What follows belongs to an exercise in optimizing a design on an open flow for small area, a short achievable clock period and few clock cycles per item; a production flow would make more cautious choices.
Only simulation tests tie the RTL to the original design; equivalence was not proved.
Power and IR drop assume default switching activity.

===== flow/config.mk =====
export PLATFORM = sky130hd
export DESIGN_NAME = sorted_table_binary_search_top
export DESIGN_NICKNAME = sorted_table_binary_search_top
export VERILOG_FILES = /design/flow/design.v
export SDC_FILE = /design/flow/constraint.sdc
export NUM_CORES = 4
export LEC_CHECK = 0
export CAP_MARGIN = 20
export CORE_MARGIN = 2
export CORE_UTILIZATION = 45
export PLACE_DENSITY = 0.6
export SETUP_SLACK_MARGIN = 5
export SLEW_MARGIN = 20
export SYNTH_MEMORY_MAX_BITS = 16384

===== flow/run.sh =====
#!/bin/bash
# synth_recipe.tcl (not shown) runs the flow's synth.tcl, then flattens the netlist and writes it again
# the make line also repeats each setting of config.mk as NAME=value (left out here)
make -C /OpenROAD-flow-scripts/flow DESIGN_CONFIG=/design/flow/config.mk WORK_HOME=/design/flow/orfs CLKGATE_MAP_FILE= SYNTH_SCRIPT=/design/flow/synth_recipe.tcl finish

===== flow/design.v =====
package stbs_pkg;
    localparam int unsigned TABLE_DEPTH_DEF = 64;
    localparam int unsigned VALUE_W         = 32;
    localparam int unsigned INDEX_W         = 8;
    localparam int unsigned COUNT_W         = 9;
endpackage
module stbs_ram #(
    parameter int unsigned WIDTH = 32,
    parameter int unsigned DEPTH = 64
) (
    input  logic                     i_clk,
    input  logic                     i_we,
    input  logic [$clog2(DEPTH)-1:0] i_waddr,
    input  logic [WIDTH-1:0]         i_wdata,
    input  logic [WIDTH-1:0]         i_value,
    output logic [DEPTH-1:0]         o_lt,
    output logic [DEPTH-1:0]         o_gt
);
    logic [WIDTH-1:0] r_mem [DEPTH];
    always_ff @(posedge i_clk) begin
        if (i_we) begin
            r_mem[i_waddr] <= i_wdata;
        end
    end
    function automatic logic [1:0] cmp_gl(logic [WIDTH-1:0] a, logic [WIDTH-1:0] b);
        logic [WIDTH-1:0] g, l;
        g = a & ~b;
        l = ~a & b;
        for (int w = 1; w < WIDTH; w = w * 2) begin
            for (int k = 0; k + w < WIDTH; k = k + 2 * w) begin
                g[k] = g[k + w] | (~l[k + w] & g[k]);
                l[k] = l[k + w] | (~g[k + w] & l[k]);
            end
        end
        cmp_gl = {g[0], l[0]};
    endfunction
    logic [WIDTH-1:0] w_v;
    assign w_v = {~i_value[WIDTH-1], i_value[WIDTH-2:0]};
    for (genvar i = 0; i < DEPTH; i++) begin : g_cmp
        logic [1:0] w_gl;
        assign w_gl    = cmp_gl({~r_mem[i][WIDTH-1], r_mem[i][WIDTH-2:0]}, w_v);
        assign o_gt[i] = w_gl[1];
        assign o_lt[i] = w_gl[0];
    end
endmodule
module stbs_ctrl #(
    parameter int unsigned FIFO_DEPTH = 6
) (
    input  logic       i_clk,
    input  logic       i_rst_n,
    input  logic       i_acc,         
    input  logic       i_res_valid,   
    input  logic [8:0] i_res_data,
    output logic       o_in_stall,
    output logic       o_out_valid,
    input  logic       i_out_stall,
    output logic [8:0] o_out_data
);
    localparam int unsigned CAP = FIFO_DEPTH + 1;
    localparam int unsigned PW  = $clog2(FIFO_DEPTH);
    localparam int unsigned CW  = $clog2(CAP + 2);
    logic [8:0]    r_mem [FIFO_DEPTH];
    logic [PW-1:0] r_rptr, r_wptr;
    logic [PW:0]   r_fcnt;
    logic          r_ov;
    logic [8:0]    r_od;
    logic [CW-1:0] r_oc;
    logic          r_stall;
    logic take, free_out, fifo_ne, pop, push;
    logic [8:0] next_od;
    assign take     = r_ov & ~i_out_stall;
    assign free_out = ~r_ov | take;
    assign fifo_ne  = r_fcnt != '0;
    assign pop      = free_out & fifo_ne;
    assign push     = i_res_valid & ~(free_out & ~fifo_ne);
    assign next_od  = fifo_ne ? r_mem[r_rptr] : i_res_data;
    function automatic logic [PW-1:0] inc(logic [PW-1:0] p);
        if (p == PW'(FIFO_DEPTH - 1)) inc = '0;
        else inc = p + PW'(1);
    endfunction
    logic s_same, s_up, s_down;
    assign s_same = r_oc >= CW'(CAP);
    assign s_up   = r_oc >= CW'(CAP - 1);
    assign s_down = r_oc >= CW'(CAP + 1);
    always_ff @(posedge i_clk) begin
        if (!i_rst_n) begin
            r_rptr  <= '0;
            r_wptr  <= '0;
            r_fcnt  <= '0;
            r_ov    <= 1'b0;
            r_oc    <= '0;
            r_stall <= 1'b0;
        end else begin
            if (push) r_wptr <= inc(r_wptr);
            if (pop)  r_rptr <= inc(r_rptr);
            r_fcnt <= r_fcnt + (PW+1)'(push) - (PW+1)'(pop);
            if (free_out) r_ov <= fifo_ne | i_res_valid;
            r_oc <= r_oc + CW'(i_acc) - CW'(take);
            case ({i_acc, take})
                2'b10:   r_stall <= s_up;
                2'b01:   r_stall <= s_down;
                default: r_stall <= s_same;
            endcase
        end
    end
    always_ff @(posedge i_clk) begin
        if (push) r_mem[r_wptr] <= i_res_data;
        if (free_out) r_od <= next_od;
    end
    assign o_in_stall  = r_stall;
    assign o_out_valid = r_ov;
    assign o_out_data  = r_od;
endmodule
module stbs_dpath #(
    parameter int unsigned DEPTH = 64,
    parameter int unsigned SW    = 7       
) (
    input  logic                   i_act,      
    input  logic                   i_found,
    input  logic [5:0]             i_idx,
    input  logic [5:0]             i_lo,
    input  logic [SW-1:0]          i_s,
    input  logic [5:0]             i_mid,
    input  logic [5:0]             i_mid_l,
    input  logic [5:0]             i_mid_r,
    input  logic [DEPTH-1:0]       i_lt,
    input  logic [DEPTH-1:0]       i_gt,
    output logic                   o_act,
    output logic                   o_found,
    output logic [5:0]             o_idx,
    output logic [5:0]             o_lo,
    output logic [SW-1:0]          o_s,
    output logic [5:0]             o_mid,
    output logic [5:0]             o_mid_l,
    output logic [5:0]             o_mid_r,
    output logic                   o_ne        
);
    typedef logic [SW-1:0] t_s;
    logic l0, g0, ll, gl, lr, gr;
    assign l0 = i_lt[i_mid];
    assign g0 = i_gt[i_mid];
    assign ll = i_lt[i_mid_l];
    assign gl = i_gt[i_mid_l];
    assign lr = i_lt[i_mid_r];
    assign gr = i_gt[i_mid_r];
    function automatic int unsigned off_mid(int unsigned z);
        off_mid = (z >= 1) ? (z - 1) / 2 : 0;
    endfunction
    function automatic int unsigned off_ml(int unsigned z);
        int unsigned hl;
        hl = off_mid(z);
        off_ml = off_mid(hl);
    endfunction
    function automatic int unsigned off_mr(int unsigned z);
        int unsigned hl;
        hl = off_mid(z);
        off_mr = hl + 1 + off_mid(z / 2);
    endfunction
    function automatic logic [30:0] quarter(int unsigned z, int unsigned k);
        int unsigned hl, hr, qo, qz;
        hl = off_mid(z);                        
        hr = z / 2;                             
        case (k)
            0:       begin qo = 0;                      qz = off_mid(hl);  end
            1:       begin qo = off_mid(hl) + 1;        qz = hl / 2;       end
            2:       begin qo = hl + 1;                 qz = off_mid(hr);  end
            default: begin qo = hl + 1 + off_mid(hr) + 1; qz = hr / 2;     end
        endcase
        quarter = {7'(qz), 6'(qo), 6'(qo + off_mid(qz)), 6'(qo + off_ml(qz)), 6'(qo + off_mr(qz))};
    endfunction
    logic e0, el, er;
    assign e0 = i_s == '0;
    assign el = i_s <= t_s'(2);        
    assign er = i_s <= t_s'(1);        
    logic [30:0] w_q [4];
    always_comb begin
        for (int k = 0; k < 4; k++) begin
            w_q[k] = '0;
            for (int v = 0; v < (1 << SW); v++) begin
                if (i_s == t_s'(v)) w_q[k] = quarter(v, k);
            end
        end
    end
    logic [5:0] q_lo [4], q_mid [4], q_ml [4], q_mr [4];
    t_s         q_s [4];
    always_comb begin
        for (int k = 0; k < 4; k++) begin
            q_s[k]   = t_s'(w_q[k][30:24]);
            q_lo[k]  = i_lo + w_q[k][23:18];
            q_mid[k] = i_lo + w_q[k][17:12];
            q_ml[k]  = i_lo + w_q[k][11:6];
            q_mr[k]  = i_lo + w_q[k][5:0];
        end
    end
    logic       c_e, c_l, c_g;
    logic [5:0] c_mid;
    logic [3:0] qh;    
    always_comb begin
        c_e   = (l0 & er) | (~l0 & el);
        c_l   = (l0 & lr) | (~l0 & ll);
        c_g   = (l0 & gr) | (~l0 & gl);
        c_mid = ({6{l0}} & i_mid_r) | ({6{~l0}} & i_mid_l);
        qh    = {l0 & c_l, l0 & ~c_l, ~l0 & c_l, ~l0 & ~c_l};
        o_act   = 1'b0;
        o_found = i_found;
        o_idx   = i_idx;
        if (i_act) begin
            o_found = 1'b0;
            o_idx   = '0;
            if (e0) begin
            end else if (!l0 && !g0) begin
                o_found = 1'b1;
                o_idx   = i_mid;
            end else if (c_e) begin
            end else if (!c_l && !c_g) begin
                o_found = 1'b1;
                o_idx   = c_mid;
            end else begin
                o_act = 1'b1;
            end
        end
        o_lo    = '0;
        o_s     = '0;
        o_mid   = '0;
        o_mid_l = '0;
        o_mid_r = '0;
        for (int k = 0; k < 4; k++) begin
            o_lo    = o_lo    | ({6{qh[k]}} & q_lo[k]);
            o_s     = o_s     | ({SW{qh[k]}} & q_s[k]);
            o_mid   = o_mid   | ({6{qh[k]}} & q_mid[k]);
            o_mid_l = o_mid_l | ({6{qh[k]}} & q_ml[k]);
            o_mid_r = o_mid_r | ({6{qh[k]}} & q_mr[k]);
        end
        o_ne = o_s != '0;
    end
endmodule
module sorted_table_binary_search_top #(
    parameter int unsigned TABLE_DEPTH = stbs_pkg::TABLE_DEPTH_DEF
) (
    input  logic                         i_clk,
    input  logic                         i_rst_n,
    input  logic                         i_cfg_valid,
    output logic                         o_cfg_ready,
    input  logic [stbs_pkg::COUNT_W-1:0] i_cfg_data,
    input  logic                         i_in_valid,
    output logic                         o_in_stall,
    input  logic [40:0]                  i_in_data,
    output logic                         o_out_valid,
    input  logic                         i_out_stall,
    output logic [8:0]                   o_out_data
);
    localparam int unsigned D = TABLE_DEPTH;
    assign o_cfg_ready = 1'b1;
    logic [stbs_pkg::COUNT_W-1:0] r_count;
    always_ff @(posedge i_clk) begin
        if (!i_rst_n)         r_count <= '0;
        else if (i_cfg_valid) r_count <= i_cfg_data;
    end
    function automatic int unsigned off_mid(int unsigned z);
        off_mid = (z >= 1) ? (z - 1) / 2 : 0;
    endfunction
    logic [6:0] r_n;
    logic [5:0] r_mid0, r_ml0, r_mr0;
    always_ff @(posedge i_clk) begin
        r_n <= (r_count > stbs_pkg::COUNT_W'(D)) ? 7'(D) : 7'(r_count);
    end
    always_ff @(posedge i_clk) begin
        r_mid0 <= '0;
        r_ml0  <= '0;
        r_mr0  <= '0;
        for (int v = 1; v <= D; v++) begin
            if (r_n == 7'(v)) begin
                r_mid0 <= 6'(off_mid(v));
                r_ml0  <= 6'(off_mid(off_mid(v)));
                r_mr0  <= 6'(off_mid(v) + 1 + off_mid(v / 2));
            end
        end
    end
    logic        r_iv, r_iop;
    logic [7:0]  r_iidx;
    logic [31:0] r_ival;
    logic        w_acc;
    assign w_acc = i_in_valid & ~o_in_stall;
    always_ff @(posedge i_clk) begin
        r_iv   <= i_rst_n & w_acc;
        r_iop  <= i_in_data[40];
        r_iidx <= i_in_data[39:32];
        r_ival <= i_in_data[31:0];
    end
    logic [D-1:0] w_lt, w_gt;
    stbs_ram #(
        .WIDTH (32),
        .DEPTH (D)
    ) u_table (
        .i_clk   (i_clk),
        .i_we    (r_iv & ~r_iop & (32'(r_iidx) < D)),
        .i_waddr (r_iidx[$clog2(D)-1:0]),
        .i_wdata (r_ival),
        .i_value (r_ival),
        .o_lt    (w_lt),
        .o_gt    (w_gt)
    );
    logic         r1_v;
    logic [D-1:0] r1_lt, r1_gt;
    always_ff @(posedge i_clk) begin
        r1_v  <= i_rst_n & r_iv & r_iop;
        r1_lt <= w_lt;
        r1_gt <= w_gt;
    end
    logic         w2_act, w2_found, w2_ne;
    logic [5:0]   w2_idx;
    logic [5:0]   w2_lo, w2_mid, w2_ml, w2_mr;
    logic [6:0]   w2_s;
    stbs_dpath #(.DEPTH(D), .SW(7)) u_s2 (
        .i_act (r1_v), .i_found (1'b0), .i_idx ('0),
        .i_lo (6'd0), .i_s (r_n), .i_mid (r_mid0), .i_mid_l (r_ml0), .i_mid_r (r_mr0),
        .i_lt (r1_lt), .i_gt (r1_gt),
        .o_act (w2_act), .o_found (w2_found), .o_idx (w2_idx),
        .o_lo (w2_lo), .o_s (w2_s), .o_mid (w2_mid), .o_mid_l (w2_ml), .o_mid_r (w2_mr), .o_ne (w2_ne)
    );
    logic         r2_v, r2_act, r2_found;
    logic [5:0]   r2_idx;
    logic [5:0]   r2_lo, r2_mid, r2_ml, r2_mr;
    logic [4:0]   r2_s;
    logic [D-1:0] r2_lt, r2_gt;
    always_ff @(posedge i_clk) begin
        r2_v     <= i_rst_n & r1_v;
        r2_act   <= w2_act;
        r2_found <= w2_found;
        r2_idx   <= w2_idx;
        r2_lo    <= w2_lo;
        r2_s     <= w2_s[4:0];    
        r2_mid   <= w2_mid;
        r2_ml    <= w2_ml;
        r2_mr    <= w2_mr;
        r2_lt    <= r1_lt;
        r2_gt    <= r1_gt;
    end
    logic         w3_act, w3_found, w3_ne;
    logic [5:0]   w3_idx;
    logic [5:0]   w3_lo, w3_mid, w3_ml, w3_mr;
    logic [4:0]   w3_s;
    stbs_dpath #(.DEPTH(D), .SW(5)) u_s3 (
        .i_act (r2_act), .i_found (r2_found), .i_idx (r2_idx),
        .i_lo (r2_lo), .i_s (r2_s), .i_mid (r2_mid), .i_mid_l (r2_ml), .i_mid_r (r2_mr),
        .i_lt (r2_lt), .i_gt (r2_gt),
        .o_act (w3_act), .o_found (w3_found), .o_idx (w3_idx),
        .o_lo (w3_lo), .o_s (w3_s), .o_mid (w3_mid), .o_mid_l (w3_ml), .o_mid_r (w3_mr), .o_ne (w3_ne)
    );
    logic         r3_v, r3_act, r3_found;
    logic [5:0]   r3_idx;
    logic [5:0]   r3_lo, r3_mid, r3_ml, r3_mr;
    logic [2:0]   r3_s;
    logic [D-1:0] r3_lt, r3_gt;
    always_ff @(posedge i_clk) begin
        r3_v     <= i_rst_n & r2_v;
        r3_act   <= w3_act;
        r3_found <= w3_found;
        r3_idx   <= w3_idx;
        r3_lo    <= w3_lo;
        r3_s     <= w3_s[2:0];    
        r3_mid   <= w3_mid;
        r3_ml    <= w3_ml;
        r3_mr    <= w3_mr;
        r3_lt    <= r2_lt;
        r3_gt    <= r2_gt;
    end
    logic         w4_act, w4_found, w4_ne;
    logic [5:0]   w4_idx;
    logic [5:0]   w4_lo, w4_mid, w4_ml, w4_mr;
    logic [2:0]   w4_s;
    stbs_dpath #(.DEPTH(D), .SW(3)) u_s4 (
        .i_act (r3_act), .i_found (r3_found), .i_idx (r3_idx),
        .i_lo (r3_lo), .i_s (r3_s), .i_mid (r3_mid), .i_mid_l (r3_ml), .i_mid_r (r3_mr),
        .i_lt (r3_lt), .i_gt (r3_gt),
        .o_act (w4_act), .o_found (w4_found), .o_idx (w4_idx),
        .o_lo (w4_lo), .o_s (w4_s), .o_mid (w4_mid), .o_mid_l (w4_ml), .o_mid_r (w4_mr), .o_ne (w4_ne)
    );
    logic       w_res_found;
    logic [5:0] w_res_idx;
    always_comb begin
        w_res_found = w4_found;
        w_res_idx   = w4_idx;
        if (w4_act) begin
            w_res_found = w4_ne & ~r3_lt[D-1] & ~r3_gt[D-1];
            w_res_idx   = w_res_found ? 6'(D - 1) : '0;
        end
    end
    logic       r4_v;
    logic [8:0] r4_res;
    always_ff @(posedge i_clk) begin
        r4_v   <= i_rst_n & r3_v;
        r4_res <= {w_res_found, 2'b00, w_res_idx};
    end
    stbs_ctrl #(.FIFO_DEPTH(6)) u_ctrl (
        .i_clk       (i_clk),
        .i_rst_n     (i_rst_n),
        .i_acc       (w_acc & i_in_data[40]),
        .i_res_valid (r4_v),
        .i_res_data  (r4_res),
        .o_in_stall  (o_in_stall),
        .o_out_valid (o_out_valid),
        .i_out_stall (i_out_stall),
        .o_out_data  (o_out_data)
    );
endmodule

===== flow/constraint.sdc =====
create_clock -name core_clock -period 8.0 [get_ports {i_clk}]
set_input_delay 1.6000 -clock core_clock [delete_from_list [all_inputs] [get_ports {i_clk}]]
set_output_delay 1.6000 -clock core_clock [all_outputs]
set_load 0.01 [all_outputs]

==> results of run 1 <==
cell families (layout without fill, tap and decap cells):
kind of cell	Yosys count	after routing	synth area share [%]
AO/OA/AOI/OAI	2990	2990	11.8
XOR/XNOR	43	43	0.267
adder cells (fa/ha/maj)	2126	2126	15.3
multiplexers	389	389	4.99
buffers and inverters	990	1403	2.81
other	2	16	0.00532
flip-flops	2650	2650	52.5
AND/OR/NAND/NOR	3044	3062	12.4
layout by cell type (no fill, tap or decap), types with 54 or more instances in the layout:
master,netlist,layout
a21o_1,91,67
a21oi_1,1157,1122
a22oi_1,101,77
buf_12,1,89
buf_4,14,359
clkbuf_1,614,79
clkbuf_16,0,326
clkdlybuf4s50_1,0,54
dfxtp_1,553,488
dfxtp_4,0,57
edfxtp_1,2097,2097
ha_1,62,60
inv_1,205,183
maj3_1,2051,2050
mux2i_1,126,118
mux4_2,224,229
nand2_1,307,273
nand2b_1,1049,1043
nand3_1,81,77
nor2_1,309,204
nor2_2,0,67
nor2_4,0,56
nor2b_1,1079,1069
o21ai_0,1239,1173
o21ai_1,1,57
o22ai_1,63,57
timing repair:
action                                  4_1_cts  5_1_grt
gates resized for setup                     529      299
pin swaps                                    60       78
cloned                                       49       22
hold endpoints to repair                      0        0
endpoints found under the setup margin     2054      320
buffers inserted                            128      109
state kept, by name, summed over array words and instances, names as in the netlist, 7 cells and up, named ones only:
signal,count
r3_lt,64
r4_res,7
r1_lt,64
r_iidx,8
u_ctrl.r_mem,42
u_ctrl.r_od,7
r1_gt,64
r2_gt,64
r2_lt,64
r3_gt,64
r_count,9
r_ival,32
r_n,7
u_table.r_mem,2048
area by class of cell:
type	instances	area share (%)
clock inverter	134	0.734
multi-input combinational	8613	40.0
tap	4140	3.18
timing repair buffer	647	4.81
antenna	13	0.0200
timing repair inverter	2	0.00844
sequential	2650	45.5
inverter	209	0.594
clock buffer	411	5.10
critical path, delay by kind of cell (launching register included):
kind | cells | cell delay, ps
multiplexers | 1 | 320
AND/OR/NAND/NOR | 1 | 290
AO/OA/AOI/OAI | 5 | 1160
buffers and inverters | 2 | 650
flip-flops | 1 | 540
synthesized netlist by cell type (24+ instances only):
cell,count,area share [%]
ha_1,62,0.55
edfxtp_1,2097,45
a21o_1,91,0.48
nand2b_1,1049,4.7
o221ai_1,24,0.15
o211ai_1,27,0.14
buf_2,60,0.21
a31oi_1,36,0.16
and2_1,39,0.17
o22ai_1,63,0.28
inv_1,205,0.55
mux4_2,224,3.6
nor3_1,53,0.19
a221oi_1,31,0.19
xnor2_1,28,0.17
dfxtp_1,553,7.8
a21oi_1,1157,4.1
nor2b_1,1079,4.8
a211oi_1,29,0.15
clkbuf_1,614,1.6
nand3_1,81,0.29
mux2i_1,126,0.89
nand2_1,307,0.82
buf_1,76,0.20
o21ai_0,1239,4.4
maj3_1,2051,15
a22oi_1,101,0.54
nor2_1,309,0.82
worst max path at each step:
stage	depth (start not counted)	from	to	slack (ps)
2_1_floorplan	3	r_iop	u_table.r_mem[38][0]	4640
3_3_place_gp	9	r_ival[28]	r1_lt[50]	3760
3_5_place_dp	9	r_ival[28]	r1_lt[54]	3620
4_1_cts	10	r2_mr[0]	r3_ml[1]	4770
5_1_grt	12	r2_s[3]	r3_mr[1]	4800
6_report	9	r_n[3]	r2_ml[0]	4820
routing by layer:
metal	GRT usage, %	wire length [um]
met1	41.2	212000
met4	14.1	26900
met5	0	138
met2	50.4	238000
met3	6.19	45600
report_power, final:
part	switching (mW)	internal, mW
sequential	0.874	15.3
clock	5.83	7.63
combinational	6.46	4.97
per-stage QoR:
stage | util [%] | worst slack, ps
2_1_floorplan | - | 4640
3_3_place_gp | 47.1 | 3760
3_5_place_dp | 47.1 | 3620
4_1_cts | 51.5 | 4770
5_1_grt | 52.3 | 4800
6_report | 52.3 | 4820
==> flow_summary.yaml, run 1 <==
clock_network:
  clockRootBuffer: "clkbuf_16"
  path_clk_slew_ps: 60
  cts_max_path_buffers: 4
  cts_buffers: 299
  cts_sinks: 2650
  postCtsHoldBufs: 0
  cts_tree: "built"
  insertion_delay_ps: 940
  htree_levels: 5
floorplanning:
  start_util_pct: 45.2
  die_x_um: 564
  fp.dieH_um: 564
  core_sq_um: 312000
  rows: 205
  die_area_sq_um: 318000
  ios: 67
route:
  avgRoutedWirePerCell_um: 31.1
  first_pass_iters: 10
  drt-total-wl_um: 523000
  drt_iter0_markers: 12311
  drc: 0
  antenna_left: 0
  via_per_inst: 6.31
  routed-via-count: 106194
sta:
  setup_viol: 0
  tightest_slew_ps: 1340
  hold_ws_ps: 352
  fmax_ghz: 0.314
  hold_viol_final: 0
  slew_viol_final: 0
  maxSlewHeadroom_pct: 10.0
  clock-skew-final_ps: 58.4
  setup_tns_ps: 0
  period_needed_ps: 3180
  grt_setup_unrepaired: "true"
  fin_crit_sh_pct: 39.7
synth:
  yosysWarnings: 24
  synthArstFlopShare_pct: 0
  ys_types: 102
  mappedNetlistArea_sq_um: 141000
  synth_edf_count: 2097
  ys.flop_type: "edfxtp_1"
  yosys_register_bits: 2650
  avgSynthCellArea_sq_um: 11.5
  ys_seq_area_share_pct: 52.5
  netlist_instances: 12234
grt:
  grt_pass1_wl_um: 722000
  antenna_found_initial: 48
  grt_usage_pct: 31.4
  grt_pass1_vias: 102528
  grt_max_degree: 132
  overflow: 0
worst_setup_path:
  end_kind: "register"
  crit_arrival_ps: 3940
  worstRegToRegCells: 9
  path_class: "reg -> reg"
  crit_chain: "buf_6 -> buf_6 -> nor2_1 -> o21ai_0 -> o21ai_0 -> a21oi_1 -> o21ai_0 -> mux2i_1 -> o221ai_2"
  r2r_slack_ps: 4820
  crit_path_frequent_cell: "o21ai_0"
  critPathRequiredTime_ps: 8760
  startpoint_type: "register"
  cpMaxStageDelayCell: "dfxtp_4"
  r2r-start: "r_n[3]"
  cp_max_fo: 32
  worst_path_largest_cell_delay_ps: 540
  r2r_end: "r2_ml[0]"
layout:
  fillCellCount: 26821
  drive_gt1_share_pct: 14.0
  finalInstanceArea_sq_um: 163000
  fin_cells: 16819
  seq_area_sq_um: 74300
  area_growth_pct: 15.5
  multiInputGateArea_sq_um: 65200
  nets: 12552
pwr:
  p_total_mw: 41.0
  power_leakage_nw: 51.9
  vdd_drop_max_v: 0.000229
  power_density_nw_per_um2: 252
worst_hold_path:
  holdPathEnd: "r2_gt[61]"
  whs_path_depth: 0
  hold_start: "r1_gt[61]"
  hold_path.class: "reg -> reg"
place:
  place_inst: 15952
  hpwl_um: 314000
  port-buffer-count: 63
  gp_congestion: 1.02
  place_area_sq_um: 147000
run:
  drv_cap: 0
status:
  status: "no timing/DRC/antenna violations"
Testbench counts, summed over its fixed seeds: cycles 3,247, items 3,051.
==> inputs of run 2 (changes only) <==
--- a/flow/design.v
+++ b/flow/design.v
@@ -51,5 +51,5 @@
     input  logic       i_acc,         
     input  logic       i_res_valid,   
-    input  logic [8:0] i_res_data,
+    input  logic [6:0] i_res_data,    
     output logic       o_in_stall,
     output logic       o_out_valid,
@@ -60,13 +60,13 @@
     localparam int unsigned PW  = $clog2(FIFO_DEPTH);
     localparam int unsigned CW  = $clog2(CAP + 2);
-    logic [8:0]    r_mem [FIFO_DEPTH];
+    logic [6:0]    r_mem [FIFO_DEPTH];
     logic [PW-1:0] r_rptr, r_wptr;
     logic [PW:0]   r_fcnt;
     logic          r_ov;
-    logic [8:0]    r_od;
+    logic [6:0]    r_od;
     logic [CW-1:0] r_oc;
     logic          r_stall;
     logic take, free_out, fifo_ne, pop, push;
-    logic [8:0] next_od;
+    logic [6:0] next_od;
     assign take     = r_ov & ~i_out_stall;
     assign free_out = ~r_ov | take;
@@ -110,5 +110,5 @@
     assign o_in_stall  = r_stall;
     assign o_out_valid = r_ov;
-    assign o_out_data  = r_od;
+    assign o_out_data  = {r_od[6], 2'b00, r_od[5:0]};
 endmodule
 module stbs_dpath #(
@@ -388,8 +388,8 @@
     end
     logic       r4_v;
-    logic [8:0] r4_res;
+    logic [6:0] r4_res;
     always_ff @(posedge i_clk) begin
         r4_v   <= i_rst_n & r3_v;
-        r4_res <= {w_res_found, 2'b00, w_res_idx};
+        r4_res <= {w_res_found, w_res_idx};
     end
     stbs_ctrl #(.FIFO_DEPTH(6)) u_ctrl (
--- a/flow/config.mk
+++ b/flow/config.mk
@@ -10,5 +10,5 @@
 export CORE_UTILIZATION = 45
 export PLACE_DENSITY = 0.6
-export SETUP_SLACK_MARGIN = 5
+export SETUP_SLACK_MARGIN = 4.9
 export SLEW_MARGIN = 20
 export SYNTH_MEMORY_MAX_BITS = 16384
==> run 2 against run 1 <==
Power fell by 0.80%. Clock power increased by 4%. Area after synthesis down 0.43%. Largest power group unchanged. Highest routed layer unchanged. Worst hold slack worse by 9.4 ps. Via count fell by 2.2%. Sequential power hardly changed. Still clean.
==> flow_summary.yaml, run 2 <==
pwr:
  sequentialPowerShare_pct: 39.8
  switching_power_mw: 12.7
  vdd_drop_max_v: 0.000212
  power_leakage_nw: 50.9
  clkPwrFrac_pct: 34.4
  p_total_mw: 40.7
  combPwrFrac_pct: 25.8
  p_sw_share_pct: 31.2
  power_density_nw_per_um2: 253
  p_int_mw: 28.0
route:
  routed-via-count: 103807
  avgRoutedWirePerCell_um: 30.3
  first_pass_iters: 8
  drt_iter0_markers: 11657
  via_per_inst: 6.25
  antenna_left: 0
  drc: 0
  drt-total-wl_um: 504000
synth:
  synth_edf_count: 2097
  ys_types: 84
  ys_top_cells_by_count: "2,097 x edfxtp_1, 2,049 x maj3_1, 1,201 x o21ai_0, 1,140 x a21oi_1, 1,077 x nor2b_1"
  mappedNetlistArea_sq_um: 141000
  yosys.area.top_type: "edfxtp_1"
  netlist_instances: 12125
  synthArstFlopShare_pct: 0
  yosysWarnings: 24
  yosysMostFrequentCell: "edfxtp_1"
  ys_top_cells_by_area: "edfxtp_1 45%, maj3_1 15%, dfxtp_1 7.9%"
  yosys_register_bits: 2650
  synth_top_area_share_pct: 44.8
  ys.flop_type: "edfxtp_1"
  avgSynthCellArea_sq_um: 11.6
  ys_seq_area_share_pct: 52.7
grt:
  overflow: 0
  antenna_found_initial: 46
  grt_max_degree: 127
  grt_pass1_wl_um: 710000
  grt_pass1_vias: 101250
  grt_usage_pct: 30.9
worst_setup_path:
  end_kind: "register"
  r2r_slack_ps: 4480
  crit_arrival_ps: 4280
  startpoint_type: "register"
  path_class: "reg -> reg"
  cp_max_fo: 8
  cpMaxStageDelayCell: "mux4_2"
  worst_path_largest_cell_delay_ps: 660
  critPathRequiredTime_ps: 8770
  crit_path_frequent_cell: "mux4_2"
  crit_chain: "buf_6 -> buf_16 -> mux4_2 -> mux4_2 -> mux4_2 -> nor2b_4 -> inv_2 -> o32a_1 -> or2_4 -> nor2_2 -> a221o_1"
place:
  hpwl_um: 305000
  port-buffer-count: 63
  place_inst: 15835
  gp_congestion: 1.00
layout:
  regMostFlops: "u_table.r_mem"
  fin_cells: 16612
  area_growth_pct: 14.5
  drive_gt1_share_pct: 13.1
  layout_commonest_cell: "edfxtp_1"
  layout_common_cells: "2,097 x edfxtp_1, 2,049 x maj3_1, 1,155 x o21ai_0"
  nets: 12331
  largest_reg_flops: 2048
sta:
  grt_setup_unrepaired: "true"
  hold_viol_final: 0
  setup_tns_ps: 0
  slew_viol_final: 0
  maxSlewHeadroom_pct: 9.84
  fin_crit_sh_pct: 44.0
  fmax_ghz: 0.284
  period_needed_ps: 3520
  setup_viol: 0
  tightest_slew_ps: 1340
  hold_ws_ps: 342
  clock-skew-final_ps: 48.9
clock_network:
  insertion_delay_ps: 920
  htree_levels: 5
  cts_buffers: 301
  cts_max_path_buffers: 4
  cts_tree: "built"
  cts_sinks: 2650
  clockRootBuffer: "clkbuf_16"
  postCtsHoldBufs: 0
  path_clk_slew_ps: 60
floorplanning:
  ios: 67
  fp.dieH_um: 563
  die_area_sq_um: 317000
  rows: 205
  die_x_um: 563
  start_util_pct: 45.1
  core_sq_um: 311000
status:
  status: "no timing/DRC/antenna violations"
run:
  drv_cap: 0
worst_hold_path:
  hold_path.class: "reg -> reg"
run 2: changes by cell type after synthesis, moves of 9 or more:
| cell | change |
|---|---|
| a21oi_1 | -17 |
| a22oi_1 | -51 |
| buf_1 | +12 |
| buf_2 | -33 |
| clkbuf_1 | +22 |
| mux2_2 | -9 |
| mux2i_1 | -32 |
| mux4_1 | -15 |
| mux4_2 | +52 |
| nand2_1 | +10 |
| nand3_1 | -18 |
| nor2_1 | +16 |
| o21ai_0 | -38 |
| o22ai_1 | +11 |
run 2: final timing paths:
check                                from        end  cells past startpoint
worst min-delay path            r1_lt[45]  r2_lt[45]                      0
worst min register to register  r1_lt[45]  r2_lt[45]                      0
worst max-delay path            r2_mid[0]  r3_idx[0]                     11
worst max register to register  r2_mid[0]  r3_idx[0]                     11
run 2: logic make-up after synthesis:
logic type	after synthesis	share of synthesized area, %
other	2	0.00534
AOI/OAI and AO/OA	2903	11.5
and+or+nand+nor	3046	12.4
adders and majority gates	2124	15.3
muxes	379	5.17
DFF	2650	52.7
xor gates and xnor gates	47	0.293
buffers and inverters	974	2.67
run 2: layer usage:
metal	global-route usage, %	part of all wire [%]	wire length, um
met1	40.8	41	207000
met2	49.4	45	229000
met3	6.17	8.6	43400
met4	13.3	4.8	24300
met5	0	0.038	193
run 2: cell type report:
class                   instances  area [sq um]
repair buffers                525          6050
inverters                     211           927
fillers                     26650        151000
flip-flops and latches       2650         74200
clock inverters               131          1450
repair inverters                1          7.51
well taps                    4140          5180
diodes                         19          47.5
clock buffers                 424          8500
multi-input cells            8511         64500
run 2: timing repair:
| action | in CTS | in global routing |
|---|---|---|
| buffers inserted | 109 | 56 |
| pin swaps | 33 | 44 |
| setup endpoints to repair | 361 | 344 |
| gates resized for setup | 412 | 212 |
| gates cloned | 27 | 9 |
run 2: through the flow:
stage / area [sq um] / setup slack [ps] / utilization (%)
2_1_floorplan: 141000 / 4630 / -
3_3_place_gp: 146000 / 3410 / 47.0
3_5_place_dp: 146000 / 3360 / 47.0
4_1_cts: 159000 / 4580 / 51.2
5_1_grt: 161000 / 4470 / 51.6
6_report: 161000 / 4480 / 51.7
run 2: worst max-delay path, delay by kind of cell, from the launching register on:
kind / cells / cell delay, ps
AO/OA/AOI/OAI: 2 / 490
AND/OR/NAND/NOR: 3 / 440
flip-flops: 1 / 430
multiplexers: 3 / 1650
buffers and inverters: 3 / 350
run 2: power by group through the flow:
| stage | sequential [mW] | combinational [mW] | clock [mW] |
|---|---|---|---|
| finish | 16.2 | 10.5 | 14.0 |
| global route | 16.2 | 11.0 | 14.8 |
| CTS | 16.2 | 9.67 | 14.2 |
| detailed placement | 16.4 | 8.31 | 0 |
| global placement | 16.4 | 8.26 | 0 |
| floorplan | 15.8 | 5.97 | 0 |
Testbench counts of run 2, summed over its fixed seeds: cycles 3,247, items 3,051.
==> inputs of run 3 (changes only) <==
--- a/flow/design.v
+++ b/flow/design.v
@@ -114,5 +114,6 @@
 module stbs_dpath #(
     parameter int unsigned DEPTH = 64,
-    parameter int unsigned SW    = 7       
+    parameter int unsigned SW    = 7,      
+    parameter bit          QIN   = 1'b0    
 ) (
     input  logic                   i_act,      
@@ -126,4 +127,5 @@
     input  logic [DEPTH-1:0]       i_lt,
     input  logic [DEPTH-1:0]       i_gt,
+    input  logic [3:0][30:0]       i_q,        
     output logic                   o_act,
     output logic                   o_found,
@@ -173,10 +175,31 @@
     assign el = i_s <= t_s'(2);        
     assign er = i_s <= t_s'(1);        
+    function automatic logic [5:0] add6(logic [5:0] a, logic [5:0] b);
+        logic [5:0] g, p, gn, pn;
+        g = a & b;
+        p = a ^ b;
+        add6 = p;
+        for (int d = 1; d < 6; d = d * 2) begin
+            gn = g;
+            pn = p;
+            for (int k = d; k < 6; k++) begin
+                gn[k] = g[k] | (p[k] & g[k-d]);
+                pn[k] = p[k] & p[k-d];
+            end
+            g = gn;
+            p = pn;
+        end
+        add6 = add6 ^ {g[4:0], 1'b0};
+    endfunction
     logic [30:0] w_q [4];
     always_comb begin
         for (int k = 0; k < 4; k++) begin
             w_q[k] = '0;
-            for (int v = 0; v < (1 << SW); v++) begin
-                if (i_s == t_s'(v)) w_q[k] = quarter(v, k);
+            if (QIN) begin
+                w_q[k] = i_q[k];
+            end else begin
+                for (int v = 0; v < (1 << SW); v++) begin
+                    if (i_s == t_s'(v)) w_q[k] = quarter(v, k);
+                end
             end
         end
@@ -187,8 +210,15 @@
         for (int k = 0; k < 4; k++) begin
             q_s[k]   = t_s'(w_q[k][30:24]);
-            q_lo[k]  = i_lo + w_q[k][23:18];
-            q_mid[k] = i_lo + w_q[k][17:12];
-            q_ml[k]  = i_lo + w_q[k][11:6];
-            q_mr[k]  = i_lo + w_q[k][5:0];
+            if (QIN) begin
+                q_lo[k]  = w_q[k][23:18];
+                q_mid[k] = w_q[k][17:12];
+                q_ml[k]  = w_q[k][11:6];
+                q_mr[k]  = w_q[k][5:0];
+            end else begin
+                q_lo[k]  = add6(i_lo, w_q[k][23:18]);
+                q_mid[k] = add6(i_lo, w_q[k][17:12]);
+                q_ml[k]  = add6(i_lo, w_q[k][11:6]);
+                q_mr[k]  = add6(i_lo, w_q[k][5:0]);
+            end
         end
     end
@@ -260,6 +290,25 @@
         off_mid = (z >= 1) ? (z - 1) / 2 : 0;
     endfunction
-    logic [6:0] r_n;
-    logic [5:0] r_mid0, r_ml0, r_mr0;
+    function automatic int unsigned off_ml(int unsigned z);
+        off_ml = off_mid(off_mid(z));
+    endfunction
+    function automatic int unsigned off_mr(int unsigned z);
+        off_mr = off_mid(z) + 1 + off_mid(z / 2);
+    endfunction
+    function automatic logic [30:0] quarter(int unsigned z, int unsigned k);
+        int unsigned hl, hr, qo, qz;
+        hl = off_mid(z);
+        hr = z / 2;
+        case (k)
+            0:       begin qo = 0;                        qz = off_mid(hl);  end
+            1:       begin qo = off_mid(hl) + 1;          qz = hl / 2;       end
+            2:       begin qo = hl + 1;                   qz = off_mid(hr);  end
+            default: begin qo = hl + 1 + off_mid(hr) + 1; qz = hr / 2;       end
+        endcase
+        quarter = {7'(qz), 6'(qo), 6'(qo + off_mid(qz)), 6'(qo + off_ml(qz)), 6'(qo + off_mr(qz))};
+    endfunction
+    logic [6:0]  r_n;
+    logic [5:0]  r_mid0, r_ml0, r_mr0;
+    logic [3:0][30:0] r_q0;
     always_ff @(posedge i_clk) begin
         r_n <= (r_count > stbs_pkg::COUNT_W'(D)) ? 7'(D) : 7'(r_count);
@@ -269,9 +318,11 @@
         r_ml0  <= '0;
         r_mr0  <= '0;
+        for (int k = 0; k < 4; k++) r_q0[k] <= '0;
         for (int v = 1; v <= D; v++) begin
             if (r_n == 7'(v)) begin
                 r_mid0 <= 6'(off_mid(v));
-                r_ml0  <= 6'(off_mid(off_mid(v)));
-                r_mr0  <= 6'(off_mid(v) + 1 + off_mid(v / 2));
+                r_ml0  <= 6'(off_ml(v));
+                r_mr0  <= 6'(off_mr(v));
+                for (int k = 0; k < 4; k++) r_q0[k] <= quarter(v, k);
             end
         end
@@ -312,8 +363,8 @@
     logic [5:0]   w2_lo, w2_mid, w2_ml, w2_mr;
     logic [6:0]   w2_s;
-    stbs_dpath #(.DEPTH(D), .SW(7)) u_s2 (
+    stbs_dpath #(.DEPTH(D), .SW(7), .QIN(1'b1)) u_s2 (
         .i_act (r1_v), .i_found (1'b0), .i_idx ('0),
         .i_lo (6'd0), .i_s (r_n), .i_mid (r_mid0), .i_mid_l (r_ml0), .i_mid_r (r_mr0),
-        .i_lt (r1_lt), .i_gt (r1_gt),
+        .i_lt (r1_lt), .i_gt (r1_gt), .i_q (r_q0),
         .o_act (w2_act), .o_found (w2_found), .o_idx (w2_idx),
         .o_lo (w2_lo), .o_s (w2_s), .o_mid (w2_mid), .o_mid_l (w2_ml), .o_mid_r (w2_mr), .o_ne (w2_ne)
@@ -344,5 +395,5 @@
         .i_act (r2_act), .i_found (r2_found), .i_idx (r2_idx),
         .i_lo (r2_lo), .i_s (r2_s), .i_mid (r2_mid), .i_mid_l (r2_ml), .i_mid_r (r2_mr),
-        .i_lt (r2_lt), .i_gt (r2_gt),
+        .i_lt (r2_lt), .i_gt (r2_gt), .i_q ('0),
         .o_act (w3_act), .o_found (w3_found), .o_idx (w3_idx),
         .o_lo (w3_lo), .o_s (w3_s), .o_mid (w3_mid), .o_mid_l (w3_ml), .o_mid_r (w3_mr), .o_ne (w3_ne)
@@ -373,5 +424,5 @@
         .i_act (r3_act), .i_found (r3_found), .i_idx (r3_idx),
         .i_lo (r3_lo), .i_s (r3_s), .i_mid (r3_mid), .i_mid_l (r3_ml), .i_mid_r (r3_mr),
-        .i_lt (r3_lt), .i_gt (r3_gt),
+        .i_lt (r3_lt), .i_gt (r3_gt), .i_q ('0),
         .o_act (w4_act), .o_found (w4_found), .o_idx (w4_idx),
         .o_lo (w4_lo), .o_s (w4_s), .o_mid (w4_mid), .o_mid_l (w4_ml), .o_mid_r (w4_mr), .o_ne (w4_ne)
--- a/flow/config.mk
+++ b/flow/config.mk
@@ -9,4 +9,6 @@
 export CORE_MARGIN = 2
 export CORE_UTILIZATION = 45
+export CTS_CLUSTER_DIAMETER = 100
+export CTS_CLUSTER_SIZE = 24
 export PLACE_DENSITY = 0.6
 export SETUP_SLACK_MARGIN = 4.9
==> run 3 against run 2 <==
Still clean. Register-to-register slack improved by 350 ps. Power fell by 18%. Clock skew rose by 12 ps. Die area fell by 0.77%. Critical path type unchanged.
==> flow_summary.yaml, run 3 <==
place:
  gp_congestion: 0.935
  port-buffer-count: 63
  hpwl_um: 270000
grt:
  grt_usage_pct: 27.2
  overflow: 0
  grt_max_degree: 110
  grt_pass1_wl_um: 632000
  grt_pass1_vias: 93921
  antenna_found_initial: 37
sta:
  setup_viol: 0
  hold_viol_final: 0
  grt_setup_unrepaired: "true"
  fin_crit_sh_pct: 39.6
  setup_tns_ps: 0
  slew_viol_final: 0
  tightest_slew_ps: 1170
  fmax_ghz: 0.316
  clock-skew-final_ps: 60.5
  maxSlewHeadroom_pct: 22.0
  period_needed_ps: 3160
synth:
  netlist_instances: 11671
  ys.flop_type: "edfxtp_1"
  yosys_register_bits: 2728
  ys_types: 93
  ys_top_cells_by_area: "edfxtp_1 45%, maj3_1 15%, dfxtp_1 9.1%"
  mappedNetlistArea_sq_um: 139000
  avgSynthCellArea_sq_um: 11.9
  synthArstFlopShare_pct: 0
  yosys.area.top_type: "edfxtp_1"
  ys_seq_area_share_pct: 54.2
  synth_edf_count: 2097
  synth_top_area_share_pct: 45.2
  yosysWarnings: 24
  ys_top_cells_by_count: "2,097 x edfxtp_1, 2,049 x maj3_1, 1,127 x o21ai_0, 1,107 x a21oi_1, 1,070 x nor2b_1"
  yosysMostFrequentCell: "edfxtp_1"
route:
  routed-via-count: 96360
  drt_iter0_markers: 10276
  first_pass_iters: 6
  antenna_left: 0
  via_per_inst: 6.09
  avgRoutedWirePerCell_um: 28.0
  drc: 0
  drt-total-wl_um: 444000
layout:
  layout_commonest_cell: "edfxtp_1"
  largestRegisters: "u_table.r_mem: 2048 flops, r_q0: 69 flops"
  nets: 11720
  multiInputGateArea_sq_um: 61100
  seq_area_sq_um: 75800
  fillCellCount: 26701
  area_growth_pct: 9.27
  regMostFlops: "u_table.r_mem"
  largest_reg_flops: 2048
  layout_common_cells: "2,097 x edfxtp_1, 2,049 x maj3_1, 1,111 x o21ai_0"
  drive_gt1_share_pct: 9.63
worst_setup_path:
  cpMaxStageDelayCell: "nor2_1"
  startpoint_type: "register"
  path_class: "reg -> reg"
  crit_arrival_ps: 3950
  r2r_end: "r_q0[70]"
  worst_path_largest_cell_delay_ps: 800
  r2r-start: "r_n[3]"
  worstRegToRegCells: 5
  r2r_slack_ps: 4840
  cp_max_fo: 26
  crit_chain: "inv_2 -> nand2_1 -> nor2_1 -> o21ai_0 -> nand4_1"
  end_kind: "register"
  crit_path_end: "r_q0[70]"
  critPathRequiredTime_ps: 8790
  cp-startpoint: "r_n[3]"
clock_network:
  htree_levels: 4
  cts_max_path_buffers: 4
  cts_buffers: 143
  path_clk_slew_ps: 100
  cts_tree: "built"
  insertion_delay_ps: 890
  cts_sinks: 2728
  clockRootBuffer: "clkbuf_16"
  postCtsHoldBufs: 0
pwr:
  power_leakage_nw: 47.3
  vdd_drop_max_v: 0.000190
  p_total_mw: 33.5
  power_density_nw_per_um2: 220
run:
  drv_cap: 0
worst_hold_path:
  hold_path.class: "reg -> reg"
floorplanning:
  die_area_sq_um: 314000
  ios: 67
  die_x_um: 561
  core_sq_um: 309000
  rows: 204
  start_util_pct: 45.2
  fp.dieH_um: 561
status:
  status: "no timing/DRC/antenna violations"
## run 3: layout make-up
class	count	area share, %
diodes	6	0.00986
clock buffers	230	2.63
clock inverters	22	0.209
inverters	219	0.635
multi-input cells	8052	40.1
flip-flops and latches	2728	49.7
well taps	4120	3.38
repair buffers	447	3.27
## run 3: per-stage QoR
stage / cells / cell area (sq um) / hold slack (ps) / util, % / setup WS [ps]
final: 15824 / 152000 / 361 / 49.4 / 4840
after global routing: 15820 / 152000 / 365 / 49.4 / 4780
after CTS: 15768 / 151000 / 365 / 49.0 / 4870
after detailed placement: 15427 / 145000 / 356 / 47.0 / 3880
after global placement: 15427 / 145000 / 354 / 47.0 / 3900
after floorplan: 11672 / 140000 / 326 / - / 4560
## run 3: per-layer routing
| layer | routed length, um | share of wire [%] | GRT usage, % | vias to the layer above |
|---|---|---|---|---|
| li1 | - | - | - | 43024 |
| met1 | 188000 | 42 | 36.8 | 49147 |
| met2 | 209000 | 47 | 45.3 | 3457 |
| met3 | 29200 | 6.6 | 3.23 | 730 |
| met4 | 16700 | 3.8 | 9.24 | 2 |
| met5 | 13 | 0.0029 | 0 | - |
## run 3: cells by family after synthesis
logic type	share of synthesized area (%)
AOI/OAI and AO/OA	10.3
muxes	5.38
DFF	54.2
and+or+nand+nor	11.9
buffers and inverters	2.52
xor gates and xnor gates	0.276
other	0.00539
adders and majority gates	15.4
## run 3: worst min path at each step
stage	start	to	slack (ps)	depth (start not counted)
6_report	r1_gt[57]	r2_gt[57]	360	0
5_1_grt	r1_gt[45]	r2_gt[45]	370	0
4_1_cts	r1_gt[45]	r2_gt[45]	360	0
3_5_place_dp	r1_gt[57]	r2_gt[57]	360	0
3_3_place_gp	r1_gt[57]	r2_gt[57]	350	0
2_1_floorplan	r1_gt[34]	r2_gt[34]	330	0
## run 3: repair_timing
item,in CTS,in global routing
pin swaps,6,25
gates cloned,14,7
buffers inserted,75,43
gates resized for setup,189,123
endpoints found under the setup margin,407,217
## run 3: critical path: cells and delay by family, from the launching register on
kind            cells  cell delay, ps
simple gates        3            1630
compound gates      1             500
buf+inv             1             520
flops               1             420
## run 3: report_power, final
| part | leakage [nW] | internal (mW) | switching [mW] | total [mW] |
|---|---|---|---|---|
| clock network | 2.07 | 3.60 | 4.82 | 8.42 |
| registers | 24.1 | 15.7 | 0.787 | 16.5 |
| logic | 21.2 | 3.78 | 4.85 | 8.64 |
| total | 47.3 | 23.1 | 10.5 | 33.5 |
Testbench counts of run 3, summed over its fixed seeds: cycles 3,247, items 3,051.
==> inputs of run 4 (changes only) <==
--- a/flow/config.mk
+++ b/flow/config.mk
@@ -8,8 +8,8 @@
 export CAP_MARGIN = 20
 export CORE_MARGIN = 2
-export CORE_UTILIZATION = 45
+export CORE_UTILIZATION = 55
 export CTS_CLUSTER_DIAMETER = 100
 export CTS_CLUSTER_SIZE = 24
-export PLACE_DENSITY = 0.6
+export PLACE_DENSITY = 0.7
 export SETUP_SLACK_MARGIN = 4.9
 export SLEW_MARGIN = 20
==> run 4 against run 3 <==
Synthesized cell count stayed put. Die area is 18% lower. Sequential share of layout area is 0.44 points higher. Global-route usage is 5.5 points higher. Clock power is 3.9% lower. Sequential power hardly changed. Cell count is 5.0% lower. Critical path depth is 1 lower. Core utilization is 11 points higher. Clock skew is 26 ps lower. Via count is 1.3% higher. Largest cell class unchanged. Highest routed layer unchanged.
==> flow_summary.yaml, run 4 <==
clock_network:
  cts_tree: "built"
  clockRootBuffer: "clkbuf_16"
  htree_levels: 4
  insertion_delay_ps: 870
  postCtsHoldBufs: 0
  path_clk_slew_ps: 100
  cts_sinks: 2728
  cts_buffers: 137
  cts_max_path_buffers: 3
layout:
  layout_common_cells: "2,097 x edfxtp_1, 2,049 x maj3_1, 1,117 x o21ai_0"
  layout_commonest_cell: "edfxtp_1"
  largestRegisters: "u_table.r_mem: 2048 flops, r_q0: 69 flops"
  fin_cells: 15027
  area_growth_pct: 8.30
  largest_reg_flops: 2048
  nets: 11690
  regMostFlops: "u_table.r_mem"
  drive_gt1_share_pct: 9.34
sta:
  setup_tns_ps: 0
  grt_setup_unrepaired: "true"
  clock-skew-final_ps: 34.5
  hold_viol_final: 0
  maxSlewHeadroom_pct: 23.4
  tightest_slew_ps: 1150
  period_needed_ps: 3220
  slew_viol_final: 0
  fin_crit_sh_pct: 40.3
  fmax_ghz: 0.310
  setup_viol: 0
floorplanning:
  core_sq_um: 252000
  die_area_sq_um: 258000
  start_util_pct: 55.4
  ios: 67
  fp.dieH_um: 507
  rows: 184
  die_x_um: 507
synth:
  synthArstFlopShare_pct: 0
  ys_types: 93
  ys_top_cells_by_area: "edfxtp_1 45%, maj3_1 15%, dfxtp_1 9.1%"
  yosysWarnings: 24
  ys_top_cells_by_count: "2,097 x edfxtp_1, 2,049 x maj3_1, 1,127 x o21ai_0, 1,107 x a21oi_1, 1,070 x nor2b_1"
  netlist_instances: 11671
  avgSynthCellArea_sq_um: 11.9
  synth_top_area_share_pct: 45.2
  yosys_register_bits: 2728
  ys.flop_type: "edfxtp_1"
  ys_seq_area_share_pct: 54.2
  yosys.area.top_type: "edfxtp_1"
  mappedNetlistArea_sq_um: 139000
  yosysMostFrequentCell: "edfxtp_1"
  synth_edf_count: 2097
route:
  routed-via-count: 97598
  drt_iter0_markers: 11361
  avgRoutedWirePerCell_um: 28.9
  drc: 0
  drt-total-wl_um: 434000
  via_per_inst: 6.49
  first_pass_iters: 7
  antenna_left: 0
worst_setup_path:
  path_class: "reg -> reg"
  critPathRequiredTime_ps: 8480
  cp_max_fo: 32
  crit_arrival_ps: 3700
  worstRegToRegCells: 4
  r2r-start: "r_iop"
  startpoint_type: "register"
  r2r_slack_ps: 4780
  r2r_end: "u_table.r_mem[56][8]"
  end_kind: "register"
worst_hold_path:
  holdPathEnd: "r2_gt[61]"
  hold_start: "r1_gt[61]"
  hold_path.class: "reg -> reg"
  whs_path_depth: 0
run:
  drv_cap: 0
status:
  status: "no timing/DRC/antenna violations"
grt:
  antenna_found_initial: 29
  grt_usage_pct: 32.8
  grt_pass1_wl_um: 621000
  overflow: 0
  grt_max_degree: 115
  grt_pass1_vias: 95866
place:
  place_inst: 14649
  port-buffer-count: 63
  gp_congestion: 0.984
  hpwl_um: 258000
pwr:
  power_density_nw_per_um2: 220
  vdd_drop_max_v: 0.000269
  power_leakage_nw: 47.1
run 4: changes by cell type in the layout (fill, tap and decap cells not counted), sizes merged, moves of 2 or more:
| cell | previous run | this run |
|---|---|---|
| clkbuf | 236 | 231 |
| diode | 6 | 11 |
| buf | 377 | 350 |
| inv | 228 | 231 |
| nor2 | 265 | 263 |
run 4: cell families (layout without fill, tap and decap cells):
group	Yosys count	after routing	synth area share, %
simple gates	2855	2856	11.9
fa+ha+maj	2123	2123	15.4
mux	393	393	5.38
other cells	2	14	0.00539
buf+inv	895	889	2.52
compound gates	2631	2632	10.3
flops	2728	2728	54.2
xor+xnor	44	44	0.276
run 4: timing repair:
item                       4_1_cts  5_1_grt
gates resized for setup        184      121
setup endpoints to repair      380      296
buffers inserted                50       47
cloned                          15        9
pin swaps                        6       20
run 4: where the power goes:
group	switching [mW]	leakage (nW)	internal, mW
combinational	4.93	21.1	3.75
clock	4.64	2.00	3.46
sequential	0.769	24.1	15.7
run 4: worst max-delay path by stage:
stage / from / endpoint / slack, ps / cells after the start
global placement: r2_s[4] / r3_mid[5] / 4000 / 16
finish: r_iop / u_table.r_mem[56][8] / 4780 / 4
global route: r_iop / u_table.r_mem[56][20] / 4750 / 4
detailed placement: r3_mid[0] / r4_res[5] / 3920 / 9
CTS: r_ival[12] / r1_lt[15] / 4750 / 8
floorplan: r_iop / u_table.r_mem[31][0] / 4560 / 4
run 4: cell type report:
type / instances / area [sq um]
clock inverter: 23 / 282
antenna: 11 / 27.5
tap: 3348 / 4190
sequential: 2728 / 75800
fill: 19844 / 101000
timing repair buffer: 424 / 4810
inverter: 219 / 955
clock buffer: 223 / 3880
multi-input combinational: 8051 / 61100
run 4: worst max-delay path, cell delays in order (launching register included):
cell	delay [ps]
dfxtp_1	340
nor4b_2	360
buf_4	330
nand2_1	700
nor2_4	1060
run 4: through the flow:
step                power [mW]  hold WS, ps  utilization [%]  setup slack [ps]  area, sq um
floorplan                 21.5          326                -              4560       140000
global placement          23.8          342             57.3              4000       144000
detailed placement        24.0          349             57.3              3920       144000
CTS                       32.7          366             59.6              4750       150000
global route              34.3          374             60.0              4750       151000
finish                    33.2          365             60.0              4780       151000
run 4: routing by layer:
metal | GRT usage (%) | share of wire, % | vias to the layer above
met5 | 0 | 0.015 | -
met4 | 13.8 | 4.6 | 8
met3 | 5.10 | 8.9 | 941
met2 | 53.4 | 47 | 4405
met1 | 43.7 | 40 | 49271
li1 | - | - | 42973

## afterwards: timing with drivers on the ports
The results above use ideal ports. As a check the final layouts listed here were re-extracted and re-timed, cells and wires unchanged.
Step 1 assumes that a clkbuf_16 drives the clock port and a buf_2 every other input.
Step 2, shift: input delay + t, output delay - t, t = (earliest + latest rising clock arrival at the registers) / 2. This alone moves slack from input paths to output paths.
a / b / c = ideal ports / drivers / drivers and shift; a / b = the first two.
run | t, ns | setup slack, ns | worst setup path after step 2 | latest minus earliest clock arrival (ns) | cell pins on the clock port's net
run 1 | 1.010 | 4.820 / 4.820 / 4.193 | input to register | 0.065 / 0.065 | 1
run 2 | 0.999 | 4.483 / 4.483 / 4.189 | input to register | 0.052 / 0.052 | 1
run 3 | 0.957 | 4.835 / 4.835 / 4.181 | input to register | 0.066 / 0.065 | 1
run 4 | 0.940 | 4.776 / 4.776 / 4.200 | input to register | 0.045 / 0.045 | 1
After both steps setup and hold are still met in every run listed. For run 3, which loses most, drivers alone change the setup slack by 0.000 ns; drivers and shift together by -0.654 ns.
